What follows belongs to an exercise in optimizing a design on an open flow for small area and a short achievable clock period; a production flow would make more cautious choices. RTL that was checked went through simulation tests only; none was proved equivalent to the original. Function not checked in runs 1 to 3: the RTL went through the layout flow alone. Power figures rest on the tool's default switching activity, not on a simulated workload.

==> flow/design.v <==
`default_nettype none
package fp32_fmt_pkg;
  localparam int block_size_lp = 32;
  localparam int fp_width_lp = 32;
  localparam int exp_width_lp = 8;
  localparam int frac_width_lp = 23;
  typedef union packed {
    logic [fp_width_lp-1:0] raw;
    struct packed {
      logic                     sign;
      logic [exp_width_lp-1:0]  exp;
      logic [frac_width_lp-1:0] frac;
    } fields;
  } fp32_word_u;
endpackage
`default_nettype wire
`default_nettype none
package bfp_code_pkg;
  localparam int mag_width_lp = 5;
  localparam int code_width_lp = mag_width_lp + 1;
  localparam int shift_width_lp = $clog2(mag_width_lp + 1);
  localparam int latency_lp = 1;
endpackage
`default_nettype wire
`timescale 1ns/10ps
`default_nettype none
import fp32_fmt_pkg::*;
import bfp_code_pkg::*;
module bfp_exp_decode
#(
  parameter int n_p = 8
)
(
  input  logic [n_p-1:0][exp_width_lp-1:0]  exp_i,
  output logic [exp_width_lp-1:0]           max_exp_o,
  output logic [n_p-1:0][3:0]               dist_o
);
  localparam int n_step_lp = 3;
  function automatic int lo_c(input int s);
    lo_c = (s == 0) ? 5 : (s == 1) ? 2 : 0;
  endfunction
  function automatic int wd_c(input int s);
    wd_c = (s == 2) ? 2 : 3;
  endfunction
  logic [n_step_lp:0][n_p-1:0]      run;
  logic [exp_width_lp-1:0][n_p-1:0] bits;
  logic [4:0]                       hi_m1;
  logic [n_p-1:0]                   hi_eq;
  logic [n_p-1:0]                   term;
  logic [3:0]                       any;
  logic [1:0]                       up;
  always_comb begin
    for (int k = 0; k < exp_width_lp; k++) begin
      for (int i = 0; i < n_p; i++) begin
        bits[k][i] = exp_i[i][k];
      end
    end
    run[0] = '1;
    max_exp_o = '0;
    for (int s = 0; s < n_step_lp; s++) begin
      for (int j = wd_c(s) - 1; j >= 0; j--) begin
        for (int pat = 0; pat < 4; pat++) begin
          term = run[s] & bits[lo_c(s) + j];
          for (int q = 0; q < 2; q++) begin
            if (j + 1 + q < wd_c(s) && ((pat >> q) & 1) == 1) term = term & bits[lo_c(s) + j + 1 + q];
          end
          any[pat] = |term;
        end
        up = '0;
        for (int q = 0; q < 2; q++) begin
          if (j + 1 + q < wd_c(s)) up[q] = max_exp_o[lo_c(s) + j + 1 + q];
        end
        max_exp_o[lo_c(s) + j] = any[up];
      end
      run[s+1] = run[s];
      for (int j = 0; j < wd_c(s); j++) begin
        run[s+1] = run[s+1] & (bits[lo_c(s) + j] | {n_p{~max_exp_o[lo_c(s) + j]}});
      end
    end
  end
  assign hi_eq = run[1] & ~(bits[4] ^ {n_p{max_exp_o[4]}}) & ~(bits[3] ^ {n_p{max_exp_o[3]}});
  assign hi_m1 = max_exp_o[7:3] - 5'd1;
  for (genvar i = 0; i < n_p; i++) begin : g_dist
    logic [3:0] low;
    logic       hi_ok;
    assign low   = {1'b0, max_exp_o[2:0]} - {1'b0, exp_i[i][2:0]};
    assign hi_ok = low[3] ? (exp_i[i][7:3] == hi_m1) : hi_eq[i];
    assign dist_o[i] = {hi_ok & (~low[2] | (low[1:0] == 2'd0)), low[2:0]};
  end
endmodule
module bfp_exp_tree
#(
  parameter int n_p = 8
)
(
  input  logic [n_p-1:0][exp_width_lp-1:0]  exp_i,
  output logic [exp_width_lp-1:0]           max_exp_o,
  output logic [n_p-1:0][3:0]               dist_o
);
  function automatic logic exp_ge(input logic [7:0] a, input logic [7:0] b);
    logic [7:0] g0, p0;
    logic [3:0] g1, p1;
    logic [1:0] g2, p2;
    g0 = a & ~b;
    p0 = a | ~b;
    g0[0] = p0[0];
    for (int k = 0; k < 4; k++) begin
      g1[k] = g0[2*k+1] | (p0[2*k+1] & g0[2*k]);
      p1[k] = p0[2*k+1] & p0[2*k];
    end
    for (int k = 0; k < 2; k++) begin
      g2[k] = g1[2*k+1] | (p1[2*k+1] & g1[2*k]);
      p2[k] = p1[2*k+1] & p1[2*k];
    end
    exp_ge = g2[1] | (p2[1] & g2[0]);
  endfunction
  logic [2*n_p-1:1][exp_width_lp-1:0] node;
  logic [4:0]                         hi_m1;
  for (genvar i = 0; i < n_p; i++) begin : g_leaf
    assign node[n_p + i] = exp_i[i];
  end
  for (genvar k = 1; k < n_p; k++) begin : g_node
    assign node[k] = exp_ge(node[2*k], node[2*k+1]) ? node[2*k] : node[2*k+1];
  end
  assign max_exp_o = node[1];
  assign hi_m1     = max_exp_o[7:3] - 5'd1;
  for (genvar i = 0; i < n_p; i++) begin : g_dist
    logic [3:0] low;
    logic       hi_ok;
    assign low   = {1'b0, max_exp_o[2:0]} - {1'b0, exp_i[i][2:0]};
    assign hi_ok = low[3] ? (exp_i[i][7:3] == hi_m1) : (exp_i[i][7:3] == max_exp_o[7:3]);
    assign dist_o[i] = {hi_ok & (~low[2] | (low[1:0] == 2'd0)), low[2:0]};
  end
endmodule
`default_nettype wire
`timescale 1ns/10ps
`default_nettype none
import fp32_fmt_pkg::*;
import bfp_code_pkg::*;
module bfp_shift_decode
(
  input  logic [3:0]                dist_i,
  output logic [mag_width_lp-1:0]   sel_o
);
  for (genvar k = 0; k < mag_width_lp; k++) begin : g_sel
    assign sel_o[k] = dist_i[3] & (dist_i[2:0] == 3'(k));
  end
endmodule
module bfp_align_execute
(
  input  logic [mag_width_lp-1:0]   mag_i,
  input  logic [mag_width_lp-1:0]   sel_i,
  output logic [mag_width_lp-1:0]   mag_o
);
  always_comb begin
    mag_o = '0;
    for (int k = 0; k < mag_width_lp; k++) begin
      mag_o = mag_o | ({mag_width_lp{sel_i[k]}} & (mag_i >> k));
    end
  end
endmodule
`default_nettype wire
`timescale 1ns/10ps
`default_nettype none
import fp32_fmt_pkg::*;
import bfp_code_pkg::*;
module bfp_code_result
(
  input  logic                     clk,
  input  logic                     reset_i,
  input  logic                     valid_i,
  input  logic [exp_width_lp-1:0]  shared_exp_i,
  input  logic [block_size_lp*code_width_lp-1:0]  codes_i,
  output logic                     out_valid_o,
  output logic [exp_width_lp-1:0]  shared_exp_o,
  output logic [block_size_lp*code_width_lp-1:0]  codes_o
);
  always_ff @(posedge clk) begin
    if (reset_i) begin
      out_valid_o  <= 1'b0;
      shared_exp_o <= '0;
      codes_o      <= '0;
    end else begin
      out_valid_o <= valid_i;
      if (valid_i) begin
        shared_exp_o <= shared_exp_i;
        codes_o      <= codes_i;
      end
    end
  end
endmodule
`default_nettype wire
`timescale 1ns/10ps
`default_nettype none
import fp32_fmt_pkg::*;
import bfp_code_pkg::*;
module bfp_quant_top
(
  input  logic                     clk,
  input  logic                     reset_i,
  input  logic                     in_valid_i,
  input  logic [block_size_lp*fp_width_lp-1:0]   block_i,
  output logic                                   out_valid_o,
  output logic [exp_width_lp-1:0]                shared_exp_o,
  output logic [block_size_lp*code_width_lp-1:0] codes_o
);
  logic [block_size_lp-1:0][exp_width_lp-1:0]  exps;
  logic [block_size_lp-1:0][3:0]               dst;
  logic [exp_width_lp-1:0]                     max_exp;
  logic [block_size_lp*code_width_lp-1:0]      codes;
  for (genvar i = 0; i < block_size_lp; i++) begin : g_exp
    assign exps[i] = block_i[fp_width_lp*i + frac_width_lp +: exp_width_lp];
  end
  bfp_exp_decode #(.n_p(block_size_lp)) u_decode (
    .exp_i     (exps),
    .max_exp_o (max_exp),
    .dist_o    (dst)
  );
  for (genvar i = 0; i < block_size_lp; i++) begin : g_word
    logic [mag_width_lp-1:0] sel;
    logic [mag_width_lp-1:0] mag;
    bfp_shift_decode u_sel (
      .dist_i ({dst[i][3] & |exps[i], dst[i][2:0]}),
      .sel_o  (sel)
    );
    bfp_align_execute u_shift (
      .mag_i ({1'b1, block_i[fp_width_lp*i + frac_width_lp - mag_width_lp + 1 +: mag_width_lp - 1]}),
      .sel_i (sel),
      .mag_o (mag)
    );
    assign codes[code_width_lp*i +: code_width_lp] = {block_i[fp_width_lp*i + fp_width_lp - 1], mag};
  end
  bfp_code_result u_result (
    .clk          (clk),
    .reset_i      (reset_i),
    .valid_i      (in_valid_i),
    .shared_exp_i (max_exp),
    .codes_i      (codes),
    .out_valid_o  (out_valid_o),
    .shared_exp_o (shared_exp_o),
    .codes_o      (codes_o)
  );
endmodule
`default_nettype wire
==> flow/flow/run.sh <==
#!/bin/bash
# The standard layout (the standard.sh: standard synthesis script,
# floorplan, placement, CTS, routing) with two changes:
# - synthesis leaves adders to abc: ADDER_MAP_FILE is empty, so Yosys's
#   extract_fa pass does not turn the small subtracts into half/full adder
#   cells (registers, names and flip-flop cells are unchanged);
# - the buffer that placement puts on every input and output port is
#   sky130_fd_sc_hd__buf_1 instead of the default delay cell
#   (clkdlybuf4s50_1). Every port still gets its own buffer.
# standard.sh writes each tool's log under orfs/logs; its own output goes
# to standard.log here.
set -euo pipefail
export ADDER_MAP_FILE=
export BUFFER_PORTS_ARGS="-buffer_cell sky130_fd_sc_hd__buf_1"
bash standard.sh > standard.log 2>&1
==> flow/standard.sh <==
#!/bin/bash
# synth_recipe.tcl (not shown) runs the flow's synth.tcl, then flattens the netlist and writes it again
# the make line also repeats each setting of config.mk as NAME=value (left out here)
make -C /OpenROAD-flow-scripts/flow DESIGN_CONFIG=/design/flow/config.mk WORK_HOME=/design/flow/orfs CLKGATE_MAP_FILE= SYNTH_SCRIPT=/design/flow/synth_recipe.tcl "${@:-finish}"
==> flow/config.mk <==
export PLATFORM = sky130hd
export DESIGN_NAME = bfp_quant_top
export DESIGN_NICKNAME = bfp_quant_top
export VERILOG_FILES = /design/flow/design.v
export SDC_FILE = /design/flow/constraint.sdc
export NUM_CORES = 4
export LEC_CHECK = 0
export ABC_AREA = 1
export CAP_MARGIN = 20
export CORE_AREA = 5 5 445 445
export DIE_AREA = 0 0 450 450
export SLEW_MARGIN = 20
==> flow/constraint.sdc <==
create_clock -name core_clock -period 10.0 [get_ports {clk}]
set_input_delay 2.0000 -clock core_clock [delete_from_list [all_inputs] [get_ports {clk}]]
set_output_delay 2.0000 -clock core_clock [all_outputs]
set_load 0.01 [all_outputs]
==> results of run 1 <==
power by group:
| part | internal, mW | leakage [nW] | switching [mW] |
|---|---|---|---|
| Combinational | 1.26 | 12.5 | 2.56 |
| Sequential | 0.878 | 1.66 | 0.0380 |
| Clock | 0.579 | 0.458 | 0.471 |
metrics by stage:
stage	instance area, um2	hold slack (ps)	util (%)	power [mW]
after detailed placement	31100	463	16.2	4.71
after global routing	32200	495	16.7	6.24
after CTS	32000	477	16.6	5.80
final	32200	472	16.7	5.79
after floorplan	24600	484	-	3.24
after global placement	31100	456	16.2	4.70
Yosys cell counts (all sizes together), types with 41 or more instances:
cell | instances | share of area [%]
clkbuf | 65 | 1.0
o21ai | 316 | 6.4
nand2 | 1170 | 18
nor3 | 67 | 1.4
inv | 487 | 7.5
xor2 | 131 | 5.4
dfxtp | 201 | 16
buf | 112 | 2.9
nor2 | 829 | 13
a21oi | 139 | 2.8
nor4 | 41 | 1.0
nand3 | 609 | 14
nand4 | 229 | 5.8
layer usage:
| layer | GRT usage [%] | up-vias | share of wire [%] |
|---|---|---|---|
| li1 | - | 16500 | - |
| met1 | 18.2 | 15800 | 36 |
| met2 | 28.4 | 1911 | 46 |
| met3 | 6.10 | 588 | 10 |
| met4 | 10.5 | 60 | 7.6 |
| met5 | 0 | - | 0.22 |
cell type report:
type | count | area, um2
Sequential cell | 201 | 4020
Timing Repair Buffer | 870 | 4370
Clock buffer | 35 | 768
Fill cell | 22900 | 160000
Tap cell | 2526 | 3160
Antenna cell | 80 | 200
Inverter | 503 | 1900
Multi-Input combinational cell | 3664 | 17700
Clock inverter | 17 | 159
logic make-up (layout without fill, tap and decap cells):
group	count (synthesis)	count (layout)	synth area share, %
and+or+nand+nor	2987	2987	54.3
buffers and inverters	680	1425	11.7
AOI/OAI and AO/OA	537	537	11.9
xor gates and xnor gates	140	140	5.70
other	0	80	0
DFF	201	201	16.4
critical path, delay by kind of cell:
| kind | cells | cell delay [ps] |
|---|---|---|
| AOI/OAI and AO/OA | 2 | 730 |
| buffers and inverters | 6 | 1630 |
| and+or+nand+nor | 31 | 4840 |
worst paths after layout:
| check | cells after the start | start | end | slack (ps) |
|---|---|---|---|---|
| max | 39 | block_i[862] | u_result.codes_o[31] | 1280 |
| min | 2 | u_result.codes_o[82] | u_result.codes_o[82] | 470 |
| max reg2reg | 2 | u_result.codes_o[141] | u_result.codes_o[141] | 9270 |
| min reg2reg | 2 | u_result.codes_o[82] | u_result.codes_o[82] | 470 |
state kept, by name, summed over array words and instances (netlist names):
| register | cells |
|---|---|
| u_result.codes_o | 192 |
| u_result.shared_exp_o | 8 |
| u_result.out_valid_o | 1 |
==> summary.txt, run 1 <==
Pwr
  • PwrDens: 179 nW/um2
  • Static Leak: 14.6 nW
  • Maximum vdd drop: 0.124 mV

Logic synthesis
  • Sequential-to-total area share from yosys stat: 16.4%
  • Post-synthesis cell count: 4545
  • Yosys Warn Count: 3
  • Prevailing post-synth register cell: dfxtp_1
  • Synth Register Bits: 201
  • Post-Syn Area: 24600 um2
  • Asr flop ratio synth: 0%
  • Count of cell types in the netlist: 46
  • Post-Syn Area per Cell: 5.40 um2
  • Mapped Nets: 5572
  • Post-synth EDFFs: 0

STA
  • Fin crit share: 87.2%
  • Fin crit period: 8720 ps
  • Final worst clock skew: 0 ps
  • Max Slew Vio Count: 0
  • Max_slew headroom: 38.4%
  • Hold Vio Cnt, Final: 0
  • Final worst slack: 1280 ps
  • Achievable Freq: 115 MHz
  • Setup-failing EPs final: 0
  • Post-route setup TNS: 0 ps
  • Worst-Margin Slew: 925 ps
  • RSZ-0062 raised after global routing: false

Placed design
  • Placed insts: 7764
  • Pre-CTS WS: 1050 ps
  • Placer Congestion: 1.01
  • HPWL Detailed: 155000 um
  • Buffers on Ports: 619

Cells and area
  • Final #Nets: 6296
  • Layout cells sized above 1: 8.34%
  • Most frequent cells in the layout: nand2_1 (1138), nor2_1 (815), buf_1 (618)
  • Most common cell after layout, fill and taps aside: nand2_1
  • Area Overhead vs Synth: 31.4%
  • Non-Filler Instances: 7896

Global routing
  • GRT Util Overall: 17.0%
  • Vias in the first global route: 31300
  • Initial antenna violation count: 234
  • Total gr overflow: 0
  • Pin count of the biggest net entering global routing: 116
  • Global-route wire length before repair: 244000 um

Clock network
  • Clk slew on worst S/H paths: 60 ps
  • Setup Buffers After CTS: 0
  • CTS resizes: 0
  • TritonCTS Buffers: 29
  • Clk buf depth: 3
  • CTS Hold Bufs: 0
  • H-tree levels: 1
  • Insertion delay to the later sink of the worst-skew pair: 630 ps
  • CTS root buffer: clkbuf_16
  • Sink Count: 201
  • CTS tree: yes

Critical path
  • Critical path class: in -> reg
  • Slowest CP cell: o21ai_0
  • Crit end category: flip-flop
  • Type of origin of the critical path: input port
  • Worst-path fanout max: 20
  • CP peak stage delay: 640 ps
  • Worst path required time: 10570 ps
  • Crit path top cell by count: nand2_1
  • Crit path DAT: 9290 ps

Floorplan
  • Die Span Y: 450 um
  • Die area: 203000 um2
  • IO Pins: 1228
  • Die X: 450 um
  • Initial Util: 12.7%
  • Cell Rows: 161
  • Core area: 193000 um2

Drt
  • DRT antenna net count: 0
  • Wire per inst: 23.1 um
  • Total Wirelength: 183000 um
  • Residual DRC: 0
  • Drt first pass iters: 6
  • Vias per inst: 4.42
  • 1st-iter DRT viols: 3875
  • Via count: 34900

Min path
  • Hold Path Class: reg -> reg

Run
  • MaxCap Viol Count: 0

Outcome
  • Status: no timing/DRC/antenna violations
==> run 2: changes to the inputs <==
--- a/flow/config.mk
+++ b/flow/config.mk
@@ -9,4 +9,5 @@
 export CAP_MARGIN = 20
 export CORE_AREA = 5 5 445 445
 export DIE_AREA = 0 0 450 450
+export GPL_TIMING_DRIVEN = 0
 export SLEW_MARGIN = 20
==> run 2 against run 1 <==
Effect of this change:
- setup slack got worse by 880 ps
- design area shrank 3.1%
- critical path depth fell by 5
- global-route usage grew 2.6 points
- non-clock buffer count fell by 93
- clock power is 11% higher
- area after synthesis stayed put
- still clean
- sequential share of layout area grew 0.40 points
- first-iteration DRC count up 10%
- clock skew did not move
- register-to-register slack got worse by 520 ps
- largest cell class unchanged
==> summary.txt, run 2 <==
Drt
  • Residual DRC: 0 (unchanged)
  • Top Metal Used: met5
  • Drt first pass iters: 7 (+1)
  • Vias per inst: 4.62 (+4.5%)
  • DR WL met2: 93100 um (+11%)
  • Routed wl met3: 23100 um (+23%)
  • DRT antenna net count: 0 (unchanged)
  • Total Wirelength: 212000 um (+16%)
  • Metal-1 WL: 75800 um (+16%)
  • Via count: 36000 (+3.2%)
  • Wire per inst: 27.1 um (+17%)
  • 1st-iter DRT viols: 4278 (+10%)

Logic synthesis
  • Prevailing post-synth register cell: dfxtp_1
  • Top cells by count, synth: nand2_1 (1139), nor2_1 (815), nand3_1 (563), inv_1 (455), o21ai_0 (309)
  • Yosys Warn Count: 3 (unchanged)
  • Post-synth EDFFs: 0 (unchanged)
  • Asr flop ratio synth: 0% (unchanged)
  • Sequential-to-total area share from yosys stat: 16.4% (unchanged)
  • Post-synth top area cell: nand2_1
  • Post-Syn Area per Cell: 5.40 um2 (unchanged)
  • Post-Syn Area: 24600 um2 (unchanged)
  • Yosys top cell area share: 17.4% (unchanged)
  • Count of cell types in the netlist: 46 (unchanged)
  • Synth Register Bits: 201 (unchanged)
  • Top cells by area, synth: nand2_1 (17%), dfxtp_1 (16%), nor2_1 (12%)
  • Mapped Nets: 5572 (unchanged)
  • Post-synthesis cell count: 4545 (unchanged)
  • Most common cell in the synthesized netlist: nand2_1

Critical path
  • Crit-path leading delay family: simple AND/OR/NAND/NOR gates
  • R2R cell count: 2 (unchanged)
  • Crit path DAT: 10170 ps (+880 ps)
  • CP peak stage delay: 850 ps (+210 ps)
  • Worst path required time: 10570 ps (about the same)
  • Critical path class: in -> reg
  • Buf/Inv on CP: 8 (+2)
  • Crit path top cell by count: nor2_1
  • Type of origin of the critical path: input port
  • Slowest CP cell: a2111oi_1
  • Reg2Reg Launch Point: u_result.codes_o[147]
  • Flop2flop setup slack: 8750 ps (-520 ps)
  • Worst reg2reg path endpoint: u_result.codes_o[147]
  • Worst-path fanout max: 10 (-50%)
  • Worst Setup SP: block_i[894]
  • Crit end category: flip-flop

Pwr
  • Comb pwr share: 63.6% (-2.4 points)
  • Clock share of power: 20.4% (+2.2 points)
  • Internal Power: 2.51 mW (-7.4%)
  • Sequential share of power: 16.0% (+0.2 points)
  • Overall power: 5.74 mW (-0.81%)
  • Maximum vdd drop: 0.120 mV (-3.4%)
  • Sw frac: 56.3% (+3.1 points)
  • Switch Pwr: 3.23 mW (+5.0%)
  • Static Leak: 14.0 nW (-4.4%)
  • PwrDens: 184 nW/um2 (+2.3%)

Min path
  • Hold Crit Start: u_result.codes_o[82]
  • Hold EP: u_result.codes_o[82]
  • Hold Path Class: reg -> reg
  • Worst hold path depth: 2 (unchanged)

STA
  • Hold WS: 474 ps (+2.15 ps)
  • Setup-failing EPs final: 0 (unchanged)
  • Final worst clock skew: 0 ps (unchanged)
  • Fin crit share: 96.0% (+8.8 points)
  • Fin crit period: 9600 ps (+879 ps)
  • Max Slew Vio Count: 0 (unchanged)
  • Hold Vio Cnt, Final: 0 (unchanged)
  • Worst-Margin Slew: 1290 ps (+361 ps)
  • RSZ-0062 raised after global routing: false
  • Achievable Freq: 104 MHz (-9.2%)
  • Post-route setup TNS: 0 ps (unchanged)
  • Max_slew headroom: 14.3% (-24 points)

Global routing
  • Vias in the first global route: 31900 (+2.1%)
  • Initial antenna violation count: 238 (+1.7%)
  • Total gr overflow: 0 (unchanged)
  • Pin count of the biggest net entering global routing: 14 (-88%)
  • GRT Util Overall: 19.6% (+2.6 points)
  • Global-route wire length before repair: 275000 um (+13%)

Cells and area
  • Layout cells sized above 1: 5.77% (-2.6 points)
  • Area Overhead vs Synth: 27.3%
  • Most frequent cells in the layout: nand2_1 (1139), nor2_1 (815), buf_1 (610)
  • Largest regs: u_result.codes_o x192, u_result.shared_exp_o x8, u_result.out_valid_o x1
  • Largest reg by FF count: u_result.codes_o
  • Most common cell after layout, fill and taps aside: nand2_1
  • Final #Nets: 6202 (-1.5%)
  • Flip-flop count of the largest register, all copies and words added: 192 (unchanged)
  • Fillers: 23000 (+0.28%)

Clock network
  • Setup Buffers After CTS: 0 (unchanged)
  • CTS resizes: 0 (unchanged)
  • CTS tree: yes
  • H-tree levels: 1 (unchanged)
  • Insertion delay to the later sink of the worst-skew pair: 620 ps (about the same)
  • TritonCTS Buffers: 28 (-3.4%)
  • Sink Count: 201 (unchanged)
  • CTS root buffer: clkbuf_16
  • Clk slew on worst S/H paths: 60 ps (about the same)
  • CTS Hold Bufs: 0 (unchanged)
  • Clk buf depth: 3 (unchanged)

Floorplan
  • Initial Util: 12.7% (unchanged)
  • Core area: 193000 um2 (unchanged)
  • Die area: 203000 um2 (unchanged)
  • Cell Rows: 161 (unchanged)
  • IO Pins: 1228 (unchanged)
  • Die Span Y: 450 um (unchanged)
  • Die X: 450 um (unchanged)

Run
  • MaxCap Viol Count: 0 (unchanged)

Placed design
  • HPWL Detailed: 180000 um (+16%)
  • Buffers on Ports: 598 (-3.4%)
  • Placer Congestion: 1.08 (+6.6%)

Outcome
  • Status: no timing/DRC/antenna violations
==> run 2: cell counts after synthesis <==
No cell type changed its count.
==> run 2: how the worst max path moves through the flow <==
stage | end | depth (start not counted)
6_report | u_result.codes_o[127] | 34
5_1_grt | u_result.codes_o[138] | 38
4_1_cts | u_result.codes_o[127] | 35
3_5_place_dp | u_result.codes_o[126] | 35
3_3_place_gp | u_result.codes_o[126] | 35
2_1_floorplan | u_result.codes_o[157] | 44
==> run 2: metrics by stage <==
step / util [%] / instance area [um2] / cells / setup WS, ps
finish: 16.2 / 31300 / 7804 / 399
global route: 16.2 / 31200 / 7770 / 428
floorplan: - / 24600 / 4545 / 3630
global placement: 15.6 / 30000 / 7669 / -90.3
detailed placement: 15.6 / 30000 / 7671 / 225
CTS: 16.1 / 31000 / 7723 / 834
==> run 2: power by group through the flow <==
| stage | combinational, mW | clock [mW] | sequential [mW] |
|---|---|---|---|
| finish | 3.65 | 1.17 | 0.920 |
| global route | 3.97 | 1.22 | 0.927 |
| CTS | 3.56 | 1.20 | 0.918 |
| detailed placement | 3.55 | 0 | 0.934 |
| global placement | 3.53 | 0 | 0.933 |
| floorplan | 2.27 | 0 | 0.964 |
==> run 2: logic make-up after synthesis <==
family	share of synthesized area, %
AND/OR/NAND/NOR	54.3
buffers and inverters	11.7
AO/OA/AOI/OAI	11.9
flip-flops	16.4
XOR/XNOR	5.70
==> run 2: area by class of cell <==
type / count / area (um2) / area share, %
Inverter: 503 / 1890 / 6.05
Clock inverter: 18 / 260 / 0.833
Antenna cell: 81 / 203 / 0.649
Multi-Input combinational cell: 3664 / 17700 / 56.5
Timing Repair Buffer: 600 / 2270 / 7.27
Tap cell: 2526 / 3160 / 10.1
Buffer: 177 / 988 / 3.16
Clock buffer: 34 / 785 / 2.51
Sequential cell: 201 / 4020 / 12.9
==> run 2: metal layers <==
layer | up-vias | GRT usage (%)
met1 | 16500 | 21.5
met4 | 68 | 14.1
met2 | 2318 | 31.4
li1 | 16400 | -
met5 | - | 0
met3 | 740 | 7.05
==> run 2: tightest hold or removal path: stages, from the launching register on <==
cell	delay [ps]
dfxtp_1	310
nand2_1	60
a21oi_1	60
==> run 3: changes to the inputs <==
--- a/flow/config.mk
+++ b/flow/config.mk
@@ -9,5 +9,5 @@
 export CAP_MARGIN = 20
 export CORE_AREA = 5 5 445 445
 export DIE_AREA = 0 0 450 450
-export GPL_TIMING_DRIVEN = 0
+export PLACE_DENSITY = 0.85
 export SLEW_MARGIN = 20
==> run 3 against run 2 <==
Effect of this change:
- largest power group unchanged
- area after synthesis did not move
- power decreased by 6.7%
- critical path depth increased by 4
- clock-buffer cell count rose by 4
- sequential cell count unchanged
- largest cell class unchanged
- worst hold slack improved by 8.3 ps
==> summary.txt, run 3 <==
Outcome
  • Status: no timing/DRC/antenna violations

Global routing
  • Vias in the first global route: 30900 (-3.1%)
  • Pin count of the biggest net entering global routing: 211 (+197)
  • GRT Util Overall: 16.9% (-2.7 points)
  • Initial antenna violation count: 239 (+0.42%)
  • Total gr overflow: 0 (unchanged)
  • Global-route wire length before repair: 242000 um (-12%)

Logic synthesis
  • Asr flop ratio synth: 0% (unchanged)
  • Top cells by count, synth: nand2_1 (1139), nor2_1 (815), nand3_1 (563), inv_1 (455), o21ai_0 (309)
  • Most common cell in the synthesized netlist: nand2_1
  • Synth Register Bits: 201 (unchanged)
  • Count of cell types in the netlist: 46 (unchanged)
  • Mapped Nets: 5572 (unchanged)
  • Post-synth top area cell: nand2_1
  • Post-Syn Area: 24600 um2 (unchanged)
  • Top cells by area, synth: nand2_1 (17%), dfxtp_1 (16%), nor2_1 (12%)
  • Post-Syn Area per Cell: 5.40 um2 (unchanged)
  • Sequential-to-total area share from yosys stat: 16.4% (unchanged)
  • Yosys Warn Count: 3 (unchanged)
  • Yosys top cell area share: 17.4% (unchanged)
  • Post-synthesis cell count: 4545 (unchanged)
  • Post-synth EDFFs: 0 (unchanged)
  • Prevailing post-synth register cell: dfxtp_1

Cells and area
  • Final #Nets: 6134 (-1.1%)
  • Largest reg by FF count: u_result.codes_o
  • Most common cell after layout, fill and taps aside: nand2_1
  • Register area: 4020 um2 (unchanged)
  • Most frequent cells in the layout: nand2_1 (1139), nor2_1 (815), buf_1 (618)
  • Area Overhead vs Synth: 26.1%
  • Largest regs: u_result.codes_o x192, u_result.shared_exp_o x8, u_result.out_valid_o x1
  • Multi-input logic area: 17700 um2 (about the same)
  • Fillers: 22600 (-1.3%)
  • Layout cells sized above 1: 5.34% (-0.43 points)
  • Flip-flop count of the largest register, all copies and words added: 192 (unchanged)

Placed design
  • Buffers on Ports: 619 (+3.5%)
  • Placer Congestion: 1.07 (-1.2%)
  • HPWL Detailed: 154000 um (-14%)

Floorplan
  • Die Span Y: 450 um (unchanged)
  • IO Pins: 1228 (unchanged)
  • Core area: 193000 um2 (unchanged)
  • Die X: 450 um (unchanged)
  • Cell Rows: 161 (unchanged)
  • Die area: 203000 um2 (unchanged)
  • Initial Util: 12.7% (unchanged)

Drt
  • Total Wirelength: 181000 um (-14%)
  • 1st-iter DRT viols: 3946 (-7.8%)
  • DRT antenna net count: 0 (unchanged)
  • Drt first pass iters: 8 (+1)
  • Vias per inst: 4.50 (-2.6%)
  • Via count: 34800 (-3.3%)
  • Wire per inst: 23.4 um (-14%)
  • Residual DRC: 0 (unchanged)

Clock network
  • Sink Count: 201 (unchanged)
  • H-tree levels: 1 (unchanged)
  • CTS resizes: 0 (unchanged)
  • Setup Buffers After CTS: 0 (unchanged)
  • Clk slew on worst S/H paths: 60 ps (about the same)
  • Clk buf depth: 3 (unchanged)
  • CTS root buffer: clkbuf_16
  • Insertion delay to the later sink of the worst-skew pair: 660 ps (+40 ps)
  • CTS tree: yes
  • TritonCTS Buffers: 27 (-3.6%)
  • CTS Hold Bufs: 0 (unchanged)

STA
  • Post-route setup TNS: 0 ps (unchanged)
  • Hold Vio Cnt, Final: 0 (unchanged)
  • Max_slew headroom: 34.7% (+20 points)
  • Fin crit period: 8700 ps (-897 ps)
  • Fin crit share: 87.0% (-9.0 points)
  • Achievable Freq: 115 MHz (+10%)
  • Setup-failing EPs final: 0 (unchanged)
  • Max Slew Vio Count: 0 (unchanged)
  • Hold WS: 482 ps (+8.26 ps)
  • Final worst clock skew: 0 ps (unchanged)
  • Worst-Margin Slew: 955 ps (-331 ps)
  • RSZ-0062 raised after global routing: false

Min path
  • Hold Path Class: reg -> reg
  • Hold Crit Start: u_result.codes_o[82]

Pwr
  • Maximum vdd drop: 0.130 mV (+8.0%)
  • PwrDens: 173 nW/um2 (-5.8%)
  • Static Leak: 13.8 nW (-1.3%)

Critical path
  • Worst-path fanout max: 33 (+23)
  • Reg2Reg Launch Point: u_result.codes_o[141]
  • CP peak stage delay: 520 ps (-330 ps)
  • Buf/Inv on CP: 5 (-3)
  • Critical path class: in -> reg
  • Crit end category: flip-flop
  • Crit-path leading delay family: simple AND/OR/NAND/NOR gates
  • Worst path required time: 10540 ps (-30 ps)
  • Slowest CP cell: nor2_1
  • Crit path DAT: 9240 ps (-930 ps)
  • Worst Setup SP: block_i[894]
  • Type of origin of the critical path: input port

Run
  • MaxCap Viol Count: 0 (unchanged)
-- run 3: cell counts after synthesis --
No cell type changed its count.
-- run 3: layout make-up --
cell class / count / area share [%]
Antenna cell: 93 / 0.752
Clock buffer: 38 / 2.45
Inverter: 503 / 6.13
Sequential cell: 201 / 13.0
Tap cell: 2526 / 10.2
Clock inverter: 11 / 0.453
Multi-Input combinational cell: 3664 / 57.1
Timing Repair Buffer: 710 / 9.93
-- run 3: path summary, 6_finish.rpt --
| kind | endpoint | slack (ps) | depth (start not counted) |
|---|---|---|---|
| worst max-delay path | u_result.codes_o[67] | 1300 | 38 |
| worst min-delay path | u_result.codes_o[82] | 480 | 2 |
| worst max register to register | u_result.codes_o[141] | 9240 | 2 |
| worst min register to register | u_result.codes_o[82] | 480 | 2 |
-- run 3: worst min-delay path, delay by kind of cell (launching register included) --
kind | cells | cell delay (ps)
DFF | 1 | 310
and+or+nand+nor | 1 | 60
AOI/OAI and AO/OA | 1 | 60
-- run 3: cell families after synthesis --
logic type	count (synthesis)	synth area share, %
XOR/XNOR	140	5.70
AND/OR/NAND/NOR	2987	54.3
buffers and inverters	680	11.7
flip-flops	201	16.4
AO/OA/AOI/OAI	537	11.9
-- run 3: layer usage --
metal	routed length, um	up-vias	global-route usage [%]
met2	81600	2246	27.8
met1	62000	15600	17.6
met4	18100	42	13.1
met5	253	-	0
li1	-	16200	-
met3	19400	775	6.04
-- run 3: report_power, final --
| part | switching (mW) | internal, mW | leakage [nW] |
|---|---|---|---|
| logic | 2.46 | 0.942 | 11.7 |
| registers | 0.0395 | 0.878 | 1.66 |
| clock network | 0.457 | 0.581 | 0.433 |
| total | 2.95 | 2.40 | 13.8 |
-- run 3: per-stage QoR --
stage	setup WS [ps]	util (%)	instance area (um2)	total power, mW	std cells
6_report	1300	16.1	30900	5.35	7746
5_1_grt	950	16.0	30900	5.78	7712
4_1_cts	1590	15.9	30700	5.32	7653
3_5_place_dp	966	15.5	29800	4.27	7604
3_3_place_gp	1000	15.5	29800	4.22	7604
2_1_floorplan	3630	-	24600	3.24	4545
==> run 4: changes to the inputs <==
--- a/flow/design.v
+++ b/flow/design.v
@@ -32,8 +32,9 @@
 )
 (
   input  logic [n_p-1:0][exp_width_lp-1:0]  exp_i,
+  input  logic [n_p-1:0]                    en_i,
   output logic [exp_width_lp-1:0]           max_exp_o,
-  output logic [n_p-1:0][3:0]               dist_o
+  output logic [n_p-1:0][mag_width_lp-1:0]  sel_o
 );
   localparam int n_step_lp = 3;
   function automatic int lo_c(input int s);
@@ -44,8 +45,6 @@
   endfunction
   logic [n_step_lp:0][n_p-1:0]      run;
   logic [exp_width_lp-1:0][n_p-1:0] bits;
-  logic [4:0]                       hi_m1;
-  logic [n_p-1:0]                   hi_eq;
   logic [n_p-1:0]                   term;
   logic [3:0]                       any;
   logic [1:0]                       up;
@@ -78,14 +77,42 @@
       end
     end
   end
-  assign hi_eq = run[1] & ~(bits[4] ^ {n_p{max_exp_o[4]}}) & ~(bits[3] ^ {n_p{max_exp_o[3]}});
-  assign hi_m1 = max_exp_o[7:3] - 5'd1;
-  for (genvar i = 0; i < n_p; i++) begin : g_dist
-    logic [3:0] low;
-    logic       hi_ok;
-    assign low   = {1'b0, max_exp_o[2:0]} - {1'b0, exp_i[i][2:0]};
-    assign hi_ok = low[3] ? (exp_i[i][7:3] == hi_m1) : hi_eq[i];
-    assign dist_o[i] = {hi_ok & (~low[2] | (low[1:0] == 2'd0)), low[2:0]};
+  logic [5:0] hi_m1;
+  logic [3:0] mx_lo;
+  for (genvar j = 0; j < 6; j++) begin : g_m1
+    if (j == 0) begin : g_b0
+      assign hi_m1[j] = ~max_exp_o[2];
+    end else begin : g_bj
+      assign hi_m1[j] = max_exp_o[2+j] ^ ~(|max_exp_o[2+j-1:2]);
+    end
+  end
+  for (genvar a = 0; a < 4; a++) begin : g_mx
+    assign mx_lo[a] = (max_exp_o[1:0] == 2'(a));
+  end
+  for (genvar i = 0; i < n_p; i++) begin : g_sel
+    logic [3:0] ex_lo;
+    logic [3:0] pos, neg;
+    logic       h0, h1;
+    for (genvar a = 0; a < 4; a++) begin : g_ex
+      assign ex_lo[a] = (exp_i[i][1:0] == 2'(a));
+    end
+    always_comb begin
+      pos = '0;
+      neg = '0;
+      for (int v = 0; v < 4; v++) begin
+        for (int b = 0; b + v < 4; b++) begin
+          pos[v] = pos[v] | (ex_lo[b] & mx_lo[b+v]);
+          neg[v] = neg[v] | (mx_lo[b] & ex_lo[b+v]);
+        end
+      end
+    end
+    assign h0 = run[2][i];
+    assign h1 = (exp_i[i][7:2] == hi_m1);
+    assign sel_o[i][0] = en_i[i] & h0 & pos[0];
+    assign sel_o[i][1] = en_i[i] & ((h0 & pos[1]) | (h1 & neg[3]));
+    assign sel_o[i][2] = en_i[i] & ((h0 & pos[2]) | (h1 & neg[2]));
+    assign sel_o[i][3] = en_i[i] & ((h0 & pos[3]) | (h1 & neg[1]));
+    assign sel_o[i][4] = en_i[i] & h1 & neg[0];
   end
 endmodule
 module bfp_exp_tree
@@ -205,27 +232,25 @@
   output logic [block_size_lp*code_width_lp-1:0] codes_o
 );
   logic [block_size_lp-1:0][exp_width_lp-1:0]  exps;
-  logic [block_size_lp-1:0][3:0]               dst;
+  logic [block_size_lp-1:0]                    nz;
+  logic [block_size_lp-1:0][mag_width_lp-1:0]  sel;
   logic [exp_width_lp-1:0]                     max_exp;
   logic [block_size_lp*code_width_lp-1:0]      codes;
   for (genvar i = 0; i < block_size_lp; i++) begin : g_exp
     assign exps[i] = block_i[fp_width_lp*i + frac_width_lp +: exp_width_lp];
+    assign nz[i]   = |exps[i];
   end
   bfp_exp_decode #(.n_p(block_size_lp)) u_decode (
     .exp_i     (exps),
+    .en_i      (nz),
     .max_exp_o (max_exp),
-    .dist_o    (dst)
+    .sel_o     (sel)
   );
   for (genvar i = 0; i < block_size_lp; i++) begin : g_word
-    logic [mag_width_lp-1:0] sel;
     logic [mag_width_lp-1:0] mag;
-    bfp_shift_decode u_sel (
-      .dist_i ({dst[i][3] & |exps[i], dst[i][2:0]}),
-      .sel_o  (sel)
-    );
     bfp_align_execute u_shift (
       .mag_i ({1'b1, block_i[fp_width_lp*i + frac_width_lp - mag_width_lp + 1 +: mag_width_lp - 1]}),
-      .sel_i (sel),
+      .sel_i (sel[i]),
       .mag_o (mag)
     );
     assign codes[code_width_lp*i +: code_width_lp] = {block_i[fp_width_lp*i + fp_width_lp - 1], mag};
--- a/flow/config.mk
+++ b/flow/config.mk
@@ -9,5 +9,5 @@
 export CAP_MARGIN = 20
 export CORE_AREA = 5 5 445 445
 export DIE_AREA = 0 0 450 450
-export PLACE_DENSITY = 0.85
+export PLACE_DENSITY = 0.95
 export SLEW_MARGIN = 20
==> run 4 against run 3 <==
Effect of this change:
- still clean
- area after synthesis up 1.0%
- global-route usage up 2.0 points
- register-to-register slack worse by 60 ps
- largest power group unchanged
==> summary.txt, run 4 <==
Clock network
  • TritonCTS Buffers: 26 (-3.7%)
  • Sink Count: 201 (unchanged)
  • H-tree levels: 1 (unchanged)
  • Clk slew on worst S/H paths: 70 ps (about the same)
  • CTS Hold Bufs: 0 (unchanged)
  • CTS root buffer: clkbuf_16
  • Setup Buffers After CTS: 0 (unchanged)
  • Clk buf depth: 3 (unchanged)
  • CTS tree: yes
  • CTS resizes: 0 (unchanged)
  • Insertion delay to the later sink of the worst-skew pair: 570 ps (-90 ps)

Global routing
  • Initial antenna violation count: 231 (-3.3%)
  • Total gr overflow: 0 (unchanged)
  • GRT Util Overall: 18.9% (+2.0 points)
  • Vias in the first global route: 34600 (+12%)
  • Pin count of the biggest net entering global routing: 115 (-45%)
  • Global-route wire length before repair: 271000 um (+12%)

Critical path
  • Critical path destination: u_result.codes_o[84]
  • Worst Setup SP: block_i[446]
  • Reg2Reg Launch Point: u_result.codes_o[84]
  • Worst reg2reg path endpoint: u_result.codes_o[84]
  • Critical path class: in -> reg
  • Crit end category: flip-flop
  • Crit path top cell by count: nand2_1
  • Worst-path fanout max: 18 (-45%)
  • Slowest CP cell: nor2_4
  • Type of origin of the critical path: input port
  • R2R cell count: 2 (unchanged)
  • Crit path DAT: 8320 ps (-920 ps)
  • Worst path required time: 10480 ps (-60 ps)
  • CP peak stage delay: 420 ps (-100 ps)
  • Flop2flop setup slack: 9180 ps (-60 ps)

Floorplan
  • Core area: 193000 um2 (unchanged)
  • Cell Rows: 161 (unchanged)
  • Initial Util: 12.9% (+0.13 points)
  • Die area: 203000 um2 (unchanged)
  • Die X: 450 um (unchanged)
  • IO Pins: 1228 (unchanged)
  • Die Span Y: 450 um (unchanged)

Placed design
  • HPWL Detailed: 174000 um (+13%)
  • Placed Instance Area: 32400 um2 (+8.5%)
  • Placed insts: 8014 (+5.4%)
  • Placer Congestion: 1.09 (+2.0%)
  • Buffers on Ports: 619 (unchanged)

Drt
  • Vias per inst: 4.67 (+3.8%)
  • Residual DRC: 0 (unchanged)
  • Wire per inst: 24.8 um (+6.0%)
  • 1st-iter DRT viols: 5160 (+31%)
  • Via count: 38100 (+9.3%)
  • DRT antenna net count: 0 (unchanged)
  • Total Wirelength: 202000 um (+12%)
  • Drt first pass iters: 7 (-1)

Cells and area
  • Final core utilization: 17.4% (+1.3 points)
  • Layout cells sized above 1: 8.94% (+3.6 points)
  • Most common cell after layout, fill and taps aside: nand2_1
  • Final #Nets: 6543 (+6.7%)
  • Largest regs: u_result.codes_o x192, u_result.shared_exp_o x8, u_result.out_valid_o x1
  • Most frequent cells in the layout: nand2_1 (1409), nand3_1 (778), nor2_1 (737)
  • Area Overhead vs Synth: 35.0%
  • Non-Filler Instances: 8155 (+5.3%)
  • Post-route cell area: 33500 um2 (+8.3%)
  • Largest reg by FF count: u_result.codes_o
  • Flip-flop count of the largest register, all copies and words added: 192 (unchanged)

Logic synthesis
  • Asr flop ratio synth: 0% (unchanged)
  • Post-synth EDFFs: 0 (unchanged)
  • Mapped Nets: 5769 (+3.5%)
  • Prevailing post-synth register cell: dfxtp_1
  • Sequential-to-total area share from yosys stat: 16.2% (-0.17 points)
  • Synth Register Bits: 201 (unchanged)
  • Post-synthesis cell count: 4742 (+4.3%)
  • Yosys top cell area share: 21.3% (+3.9 points)
  • Top cells by count, synth: nand2_1 (1410), nand3_1 (778), nor2_1 (738), inv_1 (435), o21ai_0 (230)
  • Most common cell in the synthesized netlist: nand2_1
  • Count of cell types in the netlist: 40 (-13%)
  • Post-synth top area cell: nand2_1
  • Post-Syn Area: 24800 um2 (+1.0%)
  • Post-Syn Area per Cell: 5.23 um2 (-3.2%)
  • Top cells by area, synth: nand2_1 (21%), dfxtp_1 (16%), nand3_1 (16%)
  • Yosys Warn Count: 3 (unchanged)

STA
  • Achievable Freq: 128 MHz (+11%)
  • Final worst clock skew: 0 ps (unchanged)
  • Hold Vio Cnt, Final: 0 (unchanged)
  • Max Slew Vio Count: 0 (unchanged)
  • RSZ-0062 raised after global routing: false
  • Fin crit period: 7840 ps (-863 ps)
  • Post-route setup TNS: 0 ps (unchanged)
  • Max_slew headroom: 30.6% (-4.1 points)
  • Setup-failing EPs final: 0 (unchanged)
  • Worst-Margin Slew: 1040 ps (+86.4 ps)
  • Fin crit share: 78.4% (-8.6 points)

Pwr
  • Maximum vdd drop: 0.111 mV (-15%)
  • PwrDens: 121 nW/um2 (-30%)
  • Static Leak: 15.4 nW (+11%)

Run
  • MaxCap Viol Count: 0 (unchanged)

Min path
  • Hold Path Class: reg -> reg

Outcome
  • Status: no timing/DRC/antenna violations
run 4: logic make-up (layout without fill, tap and decap cells):
logic type / Yosys count / after routing / synth area share, %
AO/OA/AOI/OAI: 488 / 488 / 10.3
buffers and inverters: 680 / 1472 / 11.3
XOR/XNOR: 126 / 126 / 4.45
other: 0 / 95 / 0
AND/OR/NAND/NOR: 3247 / 3247 / 57.7
flip-flops: 201 / 201 / 16.2
run 4: worst min-delay path by stage:
stage	cells after the start	endpoint	slack [ps]	from
after CTS	2	u_result.codes_o[62]	490	u_result.codes_o[62]
final	2	u_result.codes_o[62]	490	u_result.codes_o[62]
after global placement	2	u_result.shared_exp_o[0]	460	u_result.shared_exp_o[0]
after detailed placement	2	u_result.shared_exp_o[1]	470	u_result.shared_exp_o[1]
after floorplan	2	u_result.codes_o[110]	520	u_result.codes_o[110]
after global routing	2	u_result.shared_exp_o[1]	500	u_result.shared_exp_o[1]
run 4: where the power goes:
| part | internal [mW] | switching (mW) |
|---|---|---|
| clock | 0.596 | 0.424 |
| sequential | 0.849 | 0.0257 |
| combinational | 0.711 | 1.46 |
run 4: per-stage QoR:
step                hold WS [ps]  power (mW)  setup WS [ps]
floorplan                    516        1.97           4210
global placement             463        2.95           2050
detailed placement           472        2.98           2010
CTS                          489        4.01           2490
global route                 505        4.25           1870
finish                       487        4.06           2160
run 4: area by class of cell:
| cell class | count | area (um2) |
|---|---|---|
| clock buffers | 31 | 721 |
| repair buffers | 956 | 5410 |
| multi-input cells | 3861 | 18000 |
| clock inverters | 15 | 184 |
| fillers | 22400 | 159000 |
| inverters | 470 | 1770 |
| well taps | 2526 | 3160 |
| flip-flops and latches | 201 | 4020 |
| diodes | 95 | 238 |
run 4: metal layers:
metal,routed length [um],GRT usage (%),vias to the layer above
met5,334,0.0237,-
met4,24100,17.8,50
met3,22700,6.10,926
met2,90900,30.9,2907
met1,64200,18.9,17100
li1,-,-,17100
run 4: worst max-delay path, delay by kind of cell:
family / cells / cell delay (ps)
compound gates: 1 / 200
xor+xnor: 1 / 150
buf+inv: 11 / 1700
simple gates: 29 / 4240
==> run 5: changes to the inputs <==
--- a/flow/config.mk
+++ b/flow/config.mk
@@ -9,5 +9,5 @@
 export CAP_MARGIN = 20
 export CORE_AREA = 5 5 445 445
 export DIE_AREA = 0 0 450 450
-export PLACE_DENSITY = 0.95
+export PLACE_DENSITY = 0.85
 export SLEW_MARGIN = 20
==> run 5 against run 4 <==
Effect of this change:
- clock-buffer cell count decreased by 3
- clock power decreased by 5%
- setup slack lost 200 ps
- largest power group unchanged
- via count fell by 2.7%
- global-route usage down 0.16 points
- highest routed layer unchanged
- design area fell by 1.0%
- power fell by 2.0%
- worst hold slack got worse by 5.2 ps
- wire length down 1.1%
- sequential power is essentially flat
- synthesized cell count stayed put
==> summary.txt, run 5 <==
Clock network
  • CTS root buffer: clkbuf_16
  • TritonCTS Buffers: 25 (-3.8%)
  • Clk slew on worst S/H paths: 60 ps (about the same)
  • Clk buf depth: 3 (unchanged)
  • Setup Buffers After CTS: 0 (unchanged)
  • H-tree levels: 1 (unchanged)
  • CTS tree: yes
  • Insertion delay to the later sink of the worst-skew pair: 590 ps (+20 ps)
  • Sink Count: 201 (unchanged)
  • CTS Hold Bufs: 0 (unchanged)
  • CTS resizes: 0 (unchanged)

Drt
  • Vias per inst: 4.56 (-2.3%)
  • Via count: 37000 (-2.7%)
  • Total Wirelength: 200000 um (-1.1%)
  • Drt first pass iters: 6 (-1)
  • 1st-iter DRT viols: 4187 (-19%)
  • DRT antenna net count: 0 (unchanged)
  • Wire per inst: 24.6 um (-0.65%)
  • Residual DRC: 0 (unchanged)

Critical path
  • CP peak stage delay: 490 ps (+70 ps)
  • Crit path top cell by count: nand2_1
  • Type of origin of the critical path: input port
  • Crit-path leading delay family: simple AND/OR/NAND/NOR gates
  • Critical path class: in -> reg
  • Worst path required time: 10440 ps (-40 ps)
  • Worst-path fanout max: 35 (+17)
  • Crit path DAT: 8480 ps (+160 ps)
  • Crit end category: flip-flop
  • Slowest CP cell: nor2_4
  • Buf/Inv on CP: 7 (-4)

Logic synthesis
  • Post-synth top area cell: nand2_1
  • Yosys top cell area share: 21.3% (unchanged)
  • Post-Syn Area per Cell: 5.23 um2 (unchanged)
  • Count of cell types in the netlist: 40 (unchanged)
  • Asr flop ratio synth: 0% (unchanged)
  • Most common cell in the synthesized netlist: nand2_1
  • Sequential-to-total area share from yosys stat: 16.2% (unchanged)
  • Mapped Nets: 5769 (unchanged)
  • Top cells by area, synth: nand2_1 (21%), dfxtp_1 (16%), nand3_1 (16%)
  • Post-synth EDFFs: 0 (unchanged)
  • Post-Syn Area: 24800 um2 (unchanged)
  • Top cells by count, synth: nand2_1 (1410), nand3_1 (778), nor2_1 (738), inv_1 (435), o21ai_0 (230)
  • Synth Register Bits: 201 (unchanged)
  • Post-synthesis cell count: 4742 (unchanged)
  • Prevailing post-synth register cell: dfxtp_1
  • Yosys Warn Count: 3 (unchanged)

Floorplan
  • Core area: 193000 um2 (unchanged)
  • Die area: 203000 um2 (unchanged)
  • Die Span Y: 450 um (unchanged)
  • Cell Rows: 161 (unchanged)
  • Die X: 450 um (unchanged)
  • Initial Util: 12.9% (unchanged)
  • IO Pins: 1228 (unchanged)

STA
  • Fin crit period: 8040 ps (+203 ps)
  • Achievable Freq: 124 MHz (-2.5%)
  • Setup-failing EPs final: 0 (unchanged)
  • RSZ-0062 raised after global routing: false
  • Max_slew headroom: 35.6% (+5.0 points)
  • Max Slew Vio Count: 0 (unchanged)
  • Post-route setup TNS: 0 ps (unchanged)
  • Worst-Margin Slew: 966 ps (-74.7 ps)
  • Hold Vio Cnt, Final: 0 (unchanged)
  • Final worst clock skew: 0 ps (unchanged)
  • Fin crit share: 80.4% (+2.0 points)
  • Hold WS: 482 ps (-5.16 ps)

Run
  • MaxCap Viol Count: 0 (unchanged)

Min path
  • Hold Path Class: reg -> reg

Outcome
  • Status: no timing/DRC/antenna violations

Global routing
  • Global-route wire length before repair: 269000 um (-0.63%)
  • Initial antenna violation count: 185 (-20%)
  • Pin count of the biggest net entering global routing: 103 (-10%)
  • Vias in the first global route: 34200 (-1.1%)
  • Total gr overflow: 0 (unchanged)
  • GRT Util Overall: 18.7% (-0.16 points)

Placed design
  • HPWL Detailed: 170000 um (-2.0%)
  • Placer Congestion: 1.04 (-4.1%)
  • Placed insts: 8001 (-0.16%)
  • Buffers on Ports: 619 (unchanged)

Pwr
  • PwrDens: 120 nW/um2 (-1.0%)
  • Static Leak: 15.2 nW (-0.94%)
  • Maximum vdd drop: 0.104 mV (-6.1%)

Cells and area
  • Most frequent cells in the layout: nand2_1 (1409), nand3_1 (778), nor2_1 (737)
  • Non-Filler Instances: 8118 (-0.45%)
  • Most common cell after layout, fill and taps aside: nand2_1
  • Final #Nets: 6529 (-0.21%)
  • Largest regs: u_result.codes_o x192, u_result.shared_exp_o x8, u_result.out_valid_o x1
  • Flip-flop count of the largest register, all copies and words added: 192 (unchanged)
  • Largest reg by FF count: u_result.codes_o
  • Area Overhead vs Synth: 33.7%
  • Layout cells sized above 1: 8.72% (-0.23 points)
-- run 5: layout make-up --
class                   count  area [um2]
flip-flops and latches    201        4020
multi-input cells        3861       18000
inverters                 470        1770
fillers                 22500      159000
repair buffers            943        5200
clock buffers              28         667
well taps                2526        3160
clock inverters            16         170
diodes                     73         183
-- run 5: where the power goes --
part	internal, mW	switching (mW)
sequential	0.849	0.0259
combinational	0.680	1.46
clock	0.538	0.428
-- run 5: cell families after synthesis --
group / Yosys count / share of synthesized area, %
DFF: 201 / 16.2
and+or+nand+nor: 3247 / 57.7
buffers and inverters: 680 / 11.3
AOI/OAI and AO/OA: 488 / 10.3
xor gates and xnor gates: 126 / 4.45
-- run 5: worst paths after layout --
path	startpoint	end	slack (ps)	cells past startpoint
setup / recovery	block_i[510]	u_result.codes_o[181]	1960	37
hold / removal	u_result.shared_exp_o[4]	u_result.shared_exp_o[4]	480	2
setup reg to reg	u_result.codes_o[117]	u_result.codes_o[117]	9160	2
hold reg to reg	u_result.shared_exp_o[4]	u_result.shared_exp_o[4]	480	2
-- run 5: stage by stage --
step | util (%) | setup WS [ps] | instance area (um2) | power, mW
2_1_floorplan | - | 4210 | 24800 | 1.97
3_3_place_gp | 16.7 | 1680 | 32100 | 2.95
3_5_place_dp | 16.7 | 1640 | 32100 | 2.97
4_1_cts | 17.1 | 2220 | 33000 | 3.95
5_1_grt | 17.2 | 1680 | 33100 | 4.16
6_report | 17.2 | 1960 | 33200 | 3.98
-- run 5: routing by layer --
metal | GRT usage, % | up-vias | wire, um
met5 | 0.0237 | - | 488
met4 | 15.1 | 76 | 19100
met3 | 6.12 | 702 | 20900
met2 | 31.1 | 2489 | 92000
met1 | 19.3 | 16700 | 67600
li1 | - | 17100 | -
-- run 5: worst register-to-register path, delay by kind of cell, from the launching register on --
family             cells  cell delay (ps)
DFF                    1              480
AOI/OAI and AO/OA      2              280
==> run 6: changes to the inputs <==
--- a/flow/config.mk
+++ b/flow/config.mk
@@ -9,5 +9,6 @@
 export CAP_MARGIN = 20
 export CORE_AREA = 5 5 445 445
 export DIE_AREA = 0 0 450 450
-export PLACE_DENSITY = 0.85
+export PLACE_DENSITY = 0.95
+export SETUP_SLACK_MARGIN = 5
 export SLEW_MARGIN = 20
==> run 6 against run 5 <==
Effect of this change:
- still clean
- power up 22%
- synthesized cell count unchanged
- critical path depth up 5
- largest power group unchanged
- highest routed layer unchanged
==> summary.txt, run 6 <==
Critical path
  • Critical path class: in -> reg
  • Worst-path fanout max: 7 (-80%)
  • Crit path DAT: 7270 ps (-1210 ps)
  • Reg2Reg Launch Point: u_result.codes_o[13]
  • Crit-path leading delay family: simple AND/OR/NAND/NOR gates
  • Worst Setup SP: block_i[61]
  • Type of origin of the critical path: input port
  • CP peak stage delay: 310 ps (-180 ps)
  • Slowest CP cell: nor2_1
  • Crit end category: flip-flop
  • Worst path required time: 10510 ps (+70 ps)
  • Buf/Inv on CP: 11 (+4)

Cells and area
  • Layout cells sized above 1: 23.0% (+14 points)
  • Non-Filler Instances: 8282 (+2.0%)
  • Final core utilization: 20.3% (+3.1 points)
  • Largest regs: u_result.codes_o x192, u_result.shared_exp_o x8, u_result.out_valid_o x1
  • Final #Nets: 6662 (+2.0%)
  • Largest reg by FF count: u_result.codes_o
  • Register area: 4020 um2 (unchanged)
  • Multi-input logic area: 21300 um2 (+19%)
  • Area Overhead vs Synth: 57.8%
  • Most common cell after layout, fill and taps aside: nand2_1
  • Post-route cell area: 39100 um2 (+18%)
  • Most frequent cells in the layout: nand2_1 (1194), nor2_1 (632), nand3_1 (612)
  • Fillers: 21500 (-4.5%)
  • Flip-flop count of the largest register, all copies and words added: 192 (unchanged)

Placed design
  • Buffers on Ports: 619 (unchanged)
  • Placed insts: 7911 (-1.1%)
  • Placer Congestion: 1.10 (+5.1%)
  • Placed Instance Area: 31500 um2 (-1.9%)
  • HPWL Detailed: 169000 um (-0.67%)

Floorplan
  • Core area: 193000 um2 (unchanged)
  • Die Span Y: 450 um (unchanged)
  • IO Pins: 1228 (unchanged)
  • Initial Util: 12.9% (unchanged)
  • Die area: 203000 um2 (unchanged)
  • Die X: 450 um (unchanged)
  • Cell Rows: 161 (unchanged)

Logic synthesis
  • Count of cell types in the netlist: 40 (unchanged)
  • Post-Syn Area: 24800 um2 (unchanged)
  • Most common cell in the synthesized netlist: nand2_1
  • Post-synth EDFFs: 0 (unchanged)
  • Post-synth top area cell: nand2_1
  • Yosys top cell area share: 21.3% (unchanged)
  • Mapped Nets: 5769 (unchanged)
  • Sequential-to-total area share from yosys stat: 16.2% (unchanged)
  • Post-synthesis cell count: 4742 (unchanged)
  • Asr flop ratio synth: 0% (unchanged)
  • Prevailing post-synth register cell: dfxtp_1
  • Top cells by count, synth: nand2_1 (1410), nand3_1 (778), nor2_1 (738), inv_1 (435), o21ai_0 (230)
  • Yosys Warn Count: 3 (unchanged)
  • Top cells by area, synth: nand2_1 (21%), dfxtp_1 (16%), nand3_1 (16%)
  • Synth Register Bits: 201 (unchanged)
  • Post-Syn Area per Cell: 5.23 um2 (unchanged)

Drt
  • DR WL met2: 94900 um (+3.1%)
  • Routed wl met3: 28700 um (+38%)
  • Residual DRC: 0 (unchanged)
  • Drt first pass iters: 10 (+4)
  • Total Wirelength: 222000 um (+11%)
  • Vias per inst: 4.94 (+8.4%)
  • DRT antenna net count: 0 (unchanged)
  • Via count: 40900 (+11%)
  • Top Metal Used: met5
  • 1st-iter DRT viols: 6085 (+45%)
  • Metal-1 WL: 69200 um (+2.4%)
  • Wire per inst: 26.8 um (+8.8%)

Global routing
  • Global-route wire length before repair: 291000 um (+8.2%)
  • GRT Util Overall: 20.3% (+1.7 points)
  • Vias in the first global route: 36600 (+7.0%)
  • Pin count of the biggest net entering global routing: 182 (+77%)
  • Initial antenna violation count: 219 (+18%)
  • Total gr overflow: 0 (unchanged)

Clock network
  • H-tree levels: 1 (unchanged)
  • CTS root buffer: clkbuf_16
  • TritonCTS Buffers: 24 (-4.0%)
  • CTS tree: yes
  • Clk slew on worst S/H paths: 60 ps (about the same)
  • CTS Hold Bufs: 0 (unchanged)
  • Insertion delay to the later sink of the worst-skew pair: 580 ps (about the same)
  • Sink Count: 201 (unchanged)
  • Clk buf depth: 3 (unchanged)

Min path
  • Hold Path Class: reg -> reg
  • Hold Crit Start: u_result.shared_exp_o[3]

Pwr
  • PwrDens: 124 nW/um2 (+3.4%)
  • Static Leak: 17.3 nW (+14%)
  • Overall power: 4.86 mW (+22%)
  • Maximum vdd drop: 0.110 mV (+5.8%)

STA
  • Max Slew Vio Count: 0 (unchanged)
  • RSZ-0062 raised after global routing: true
  • Fin crit period: 6750 ps (-1290 ps)
  • Hold Vio Cnt, Final: 0 (unchanged)
  • Final worst clock skew: 0 ps (unchanged)
  • Achievable Freq: 148 MHz (+19%)
  • Post-route setup TNS: 0 ps (unchanged)
  • Setup-failing EPs final: 0 (unchanged)
  • Fin crit share: 67.5% (-13 points)
  • Worst-Margin Slew: 1100 ps (+130 ps)
  • Max_slew headroom: 26.9% (-8.7 points)

Outcome
  • Status: no timing/DRC/antenna violations

Run
  • MaxCap Viol Count: 0 (unchanged)
## run 6: changes by cell type in the layout (fill, tap and decap cells not counted), sizes merged
cell,change
buf,+111
diode,+31
clkbuf,+12
nand2,+9
inv,-6
clkinv,+5
bufbuf,+4
clkinvlp,-2
## run 6: worst paths after layout
check / cells past startpoint / slack [ps] / end
worst max-delay path: 42 / 3250 / u_result.codes_o[72]
worst min register to register: 2 / 490 / u_result.shared_exp_o[3]
worst max register to register: 2 / 9200 / u_result.codes_o[13]
worst min-delay path: 2 / 490 / u_result.shared_exp_o[3]
## run 6: layout make-up
class | count | area share [%]
multi-input cells | 3870 | 54.5
repair buffers | 1068 | 19.9
flip-flops and latches | 201 | 10.3
well taps | 2526 | 8.07
inverters | 470 | 4.58
clock buffers | 30 | 1.67
diodes | 104 | 0.665
clock inverters | 13 | 0.368
## run 6: timing repair
item,CTS,global route
buffers inserted,137,42
endpoints found under the setup margin,165,164
pin swaps,181,193
gates resized for setup,698,344
gates cloned,41,4
## run 6: logic make-up (layout without fill, tap and decap cells)
group,Yosys count,in the layout,synth area share [%]
xor+xnor,126,126,4.45
buf+inv,680,1581,11.3
simple gates,3247,3256,57.7
flops,201,201,16.2
compound gates,488,488,10.3
other cells,0,104,0
## run 6: metal layers
layer | global-route usage (%) | vias up
met5 | 0.0710 | -
met2 | 31.6 | 3688
met3 | 8.32 | 1367
met4 | 20.5 | 62
met1 | 20.3 | 18400
li1 | - | 17400
## run 6: worst min-delay path, delay by kind of cell, from the launching register on
kind                   cells  cell delay, ps
AO/OA/AOI/OAI              1              80
buffers and inverters      1              50
flip-flops                 1             330
## run 6: where the power goes
part,switching (mW),internal (mW),total (mW)
registers,0.0254,0.849,0.874
logic,1.89,1.16,3.05
clock network,0.412,0.519,0.931
## run 6: through the flow
stage / setup WS [ps] / hold slack, ps
6_report: 3250 / 490
5_1_grt: 3140 / 516
4_1_cts: 3610 / 488
3_5_place_dp: 1350 / 471
3_3_place_gp: 1330 / 462
2_1_floorplan: 4300 / 516
==> run 7: changes to the inputs <==
--- a/flow/config.mk
+++ b/flow/config.mk
@@ -10,5 +10,5 @@
 export CORE_AREA = 5 5 445 445
 export DIE_AREA = 0 0 450 450
 export PLACE_DENSITY = 0.95
-export SETUP_SLACK_MARGIN = 5
+export SETUP_SLACK_MARGIN = 3
 export SLEW_MARGIN = 20
==> run 7 against run 6 <==
Effect of this change:
- critical path type unchanged
- wire length decreased by 8.1%
- cell count shrank 1.1%
- area after synthesis did not move
- first-iteration DRC count decreased by 21%
- setup slack lost 210 ps
- synthesized cell count stayed put
- non-clock buffer count decreased by 77
- combinational power shrank 26%
- register-to-register slack is essentially flat
- highest routed layer unchanged
- die area did not move
- sequential power hardly changed
==> summary.txt, run 7 <==
Floorplan
  • Die X: 450 um (unchanged)
  • Die area: 203000 um2 (unchanged)
  • Die Span Y: 450 um (unchanged)
  • Cell Rows: 161 (unchanged)

Global routing
  • Global route hottest layer: met2
  • GRT Util Overall: 18.9% (-1.5 points)
  • Initial antenna violation count: 228 (+4.1%)
  • Total gr overflow: 0 (unchanged)
  • Met3 GRT Util: 5.95% (-2.4 points)
  • Pin count of the biggest net entering global routing: 115 (-37%)
  • Met2 Use GR: 30.8% (-0.78 points)
  • GR Layer Usage met1: 19.0% (-1.2 points)

STA
  • Final worst clock skew: 0 ps (unchanged)
  • Worst-Margin Slew: 1040 ps (-59.1 ps)
  • Hold WS: 484 ps (-5.91 ps)
  • Hold Vio Cnt, Final: 0 (unchanged)
  • Setup-failing EPs final: 0 (unchanged)
  • Max_slew headroom: 30.8% (+3.9 points)
  • Post-route setup TNS: 0 ps (unchanged)

Cells and area
  • Final core utilization: 17.9% (-2.4 points)
  • Flip-flop count of the largest register, all copies and words added: 192 (unchanged)
  • Largest reg by FF count: u_result.codes_o
  • Post-route cell area: 34400 um2 (-12%)
  • Layout cells sized above 1: 12.2% (-11 points)
  • Largest regs: u_result.codes_o x192, u_result.shared_exp_o x8, u_result.out_valid_o x1
  • Register area: 4020 um2 (unchanged)
  • Final #Nets: 6578 (-1.3%)
  • Fillers: 22300 (+3.8%)
  • Multi-input logic area: 18400 um2 (-14%)
  • Area Overhead vs Synth: 38.8%

Clock network
  • CTS tree: yes
  • CTS Hold Bufs: 0 (unchanged)
  • H-tree levels: 1 (unchanged)
  • TritonCTS Buffers: 26 (+8.3%)
  • Clk buf depth: 3 (unchanged)
  • Insertion delay to the later sink of the worst-skew pair: 570 ps (about the same)

Critical path
  • Critical path depth: 40 (-4.8%)
  • Type of origin of the critical path: input port
  • Crit end category: flip-flop
  • Worst-path fanout max: 10 (+3)
  • Crit path DAT: 7460 ps (+190 ps)
  • Critical path class: in -> reg
  • R2R cell count: 2 (unchanged)
  • Buf/Inv on CP: 10 (-1)

Placed design
  • HPWL Detailed: 174000 um (+2.7%)
  • Placer Congestion: 1.09 (-0.74%)
  • Placed Instance Area: 32400 um2 (+2.6%)
  • Buffers on Ports: 619 (unchanged)

Logic synthesis
  • Mapped Nets: 5769 (unchanged)
  • Simple-gate share of the synthesized area: 57.7% (unchanged)
  • Post-synth top area cell: nand2_1
  • Top cells by area, synth: nand2_1 (21%), dfxtp_1 (16%), nand3_1 (16%)
  • Mux cell area share after synthesis: 0% (unchanged)
  • Yosys top cell area share: 21.3% (unchanged)
  • Post-synthesis cell count: 4742 (unchanged)
  • Synth Area in XOR/XNOR: 4.45% (unchanged)
  • Yosys Warn Count: 3 (unchanged)
  • Asr flop ratio synth: 0% (unchanged)
  • Synth Register Bits: 201 (unchanged)
  • Post-Syn Area: 24800 um2 (unchanged)
  • Top cells by count, synth: nand2_1 (1410), nand3_1 (778), nor2_1 (738), inv_1 (435), o21ai_0 (230)
  • Most common cell in the synthesized netlist: nand2_1
  • Post-Syn Area per Cell: 5.23 um2 (unchanged)

Drt
  • Drt first pass iters: 7 (-3)
  • Wire per inst: 24.9 um (-7.1%)
  • Total Wirelength: 204000 um (-8.1%)
  • Residual DRC: 0 (unchanged)

Run
  • MaxCap Viol Count: 0 (unchanged)

Min path
  • Hold Path Class: reg -> reg

Pwr
  • Static Leak: 15.8 nW (-8.8%)

Outcome
  • Status: no timing/DRC/antenna violations
==> run 7: cell counts after synthesis <==
Identical to the previous run, type by type.
==> run 7: tightest hold or removal path: stages (launching register included) <==
cell	delay (ps)
dfxtp_1	330
o211ai_1	80
inv_1	50
==> run 7: metal layers <==
layer,wire (um),up-vias
met3,23300,911
met1,64600,17100
met4,24500,50
met2,91400,2917
li1,-,17200
met5,335,-
==> run 7: layout make-up <==
| class | instances | area share [%] |
|---|---|---|
| flip-flops and latches | 201 | 11.7 |
| inverters | 470 | 5.14 |
| clock buffers | 31 | 2.09 |
| well taps | 2526 | 9.18 |
| multi-input cells | 3861 | 53.5 |
| repair buffers | 991 | 17.1 |
| diodes | 100 | 0.727 |
| clock inverters | 15 | 0.534 |
==> run 7: path summary, 6_finish.rpt <==
check	start	end	slack, ps
min	u_result.codes_o[158]	u_result.codes_o[158]	480
max	block_i[61]	u_result.codes_o[84]	3030
min reg2reg	u_result.codes_o[158]	u_result.codes_o[158]	480
max reg2reg	u_result.codes_o[84]	u_result.codes_o[84]	9190
==> run 7: where the power goes <==
part	switching, mW	leakage [nW]	internal (mW)
Clock	0.425	0.443	0.596
Sequential	0.0257	1.66	0.849
Combinational	1.49	13.7	0.760
==> run 7: kinds of logic after synthesis <==
family / after synthesis
AND/OR/NAND/NOR: 3247
AO/OA/AOI/OAI: 488
buffers and inverters: 680
flip-flops: 201
XOR/XNOR: 126
==> run 7: timing repair <==
| item | in CTS | in global routing |
|---|---|---|
| setup endpoints to repair | 160 | 160 |
| pin swaps | 3 | 27 |
| gates resized for setup | 16 | 180 |
| cloned | 0 | 5 |
| buffers inserted | 7 | 23 |
| endpoints found under the hold margin | 0 | 0 |
==> run 7: metrics by stage <==
step	std cells	worst slack, ps
floorplan	4742	4210
global placement	8014	2050
detailed placement	8014	2010
CTS	8067	3010
global route	8162	2910
finish	8195	3030

==> re-timing with driven ports <==
In the flow no input, the clock included, has a driving cell. The finished layouts below were timed again as built, in two steps.
Step 1 assumes that a clkbuf_16 drives the clock port and a buf_2 every other input.
Step 2 times the ports against the registers' clock, not the clock port: input delays grow and output delays shrink by t, the midpoint of the rising clock arrivals with the driver on.
a / b / c = no drivers / after step 1 / after step 2; a / b = the first two.
run	t (ns)	setup WS [ns]	hold slack, ns	worst setup path at the end	latest minus earliest clock arrival (ns)
run 1	0.685	1.278 / 1.221 / 0.536	0.472 / 0.472 / 0.472	input to register	0.022 / 0.022
run 2	0.671	0.399 / 0.347 / -0.324	0.474 / 0.474 / 0.474	input to register	0.042 / 0.041
run 3	0.693	1.295 / 1.180 / 0.487	0.482 / 0.482 / 0.482	input to register	0.072 / 0.072
run 4	0.621	2.159 / 2.131 / 1.510	0.487 / 0.487 / 0.487	input to register	0.022 / 0.022
run 5	0.619	1.956 / 1.931 / 1.312	0.482 / 0.482 / 0.482	input to register	0.052 / 0.052
run 6	0.633	3.246 / 3.158 / 2.525	0.490 / 0.490 / 0.490	input to register	0.066 / 0.066
run 7	0.623	3.034 / 2.951 / 2.327	0.484 / 0.484 / 0.484	input to register	0.023 / 0.023
Met with ideal ports but missed after step 2: setup timing in run 2. For run 3, which loses most, drivers alone change the setup slack by -0.115 ns; drivers and shift together by -0.808 ns.
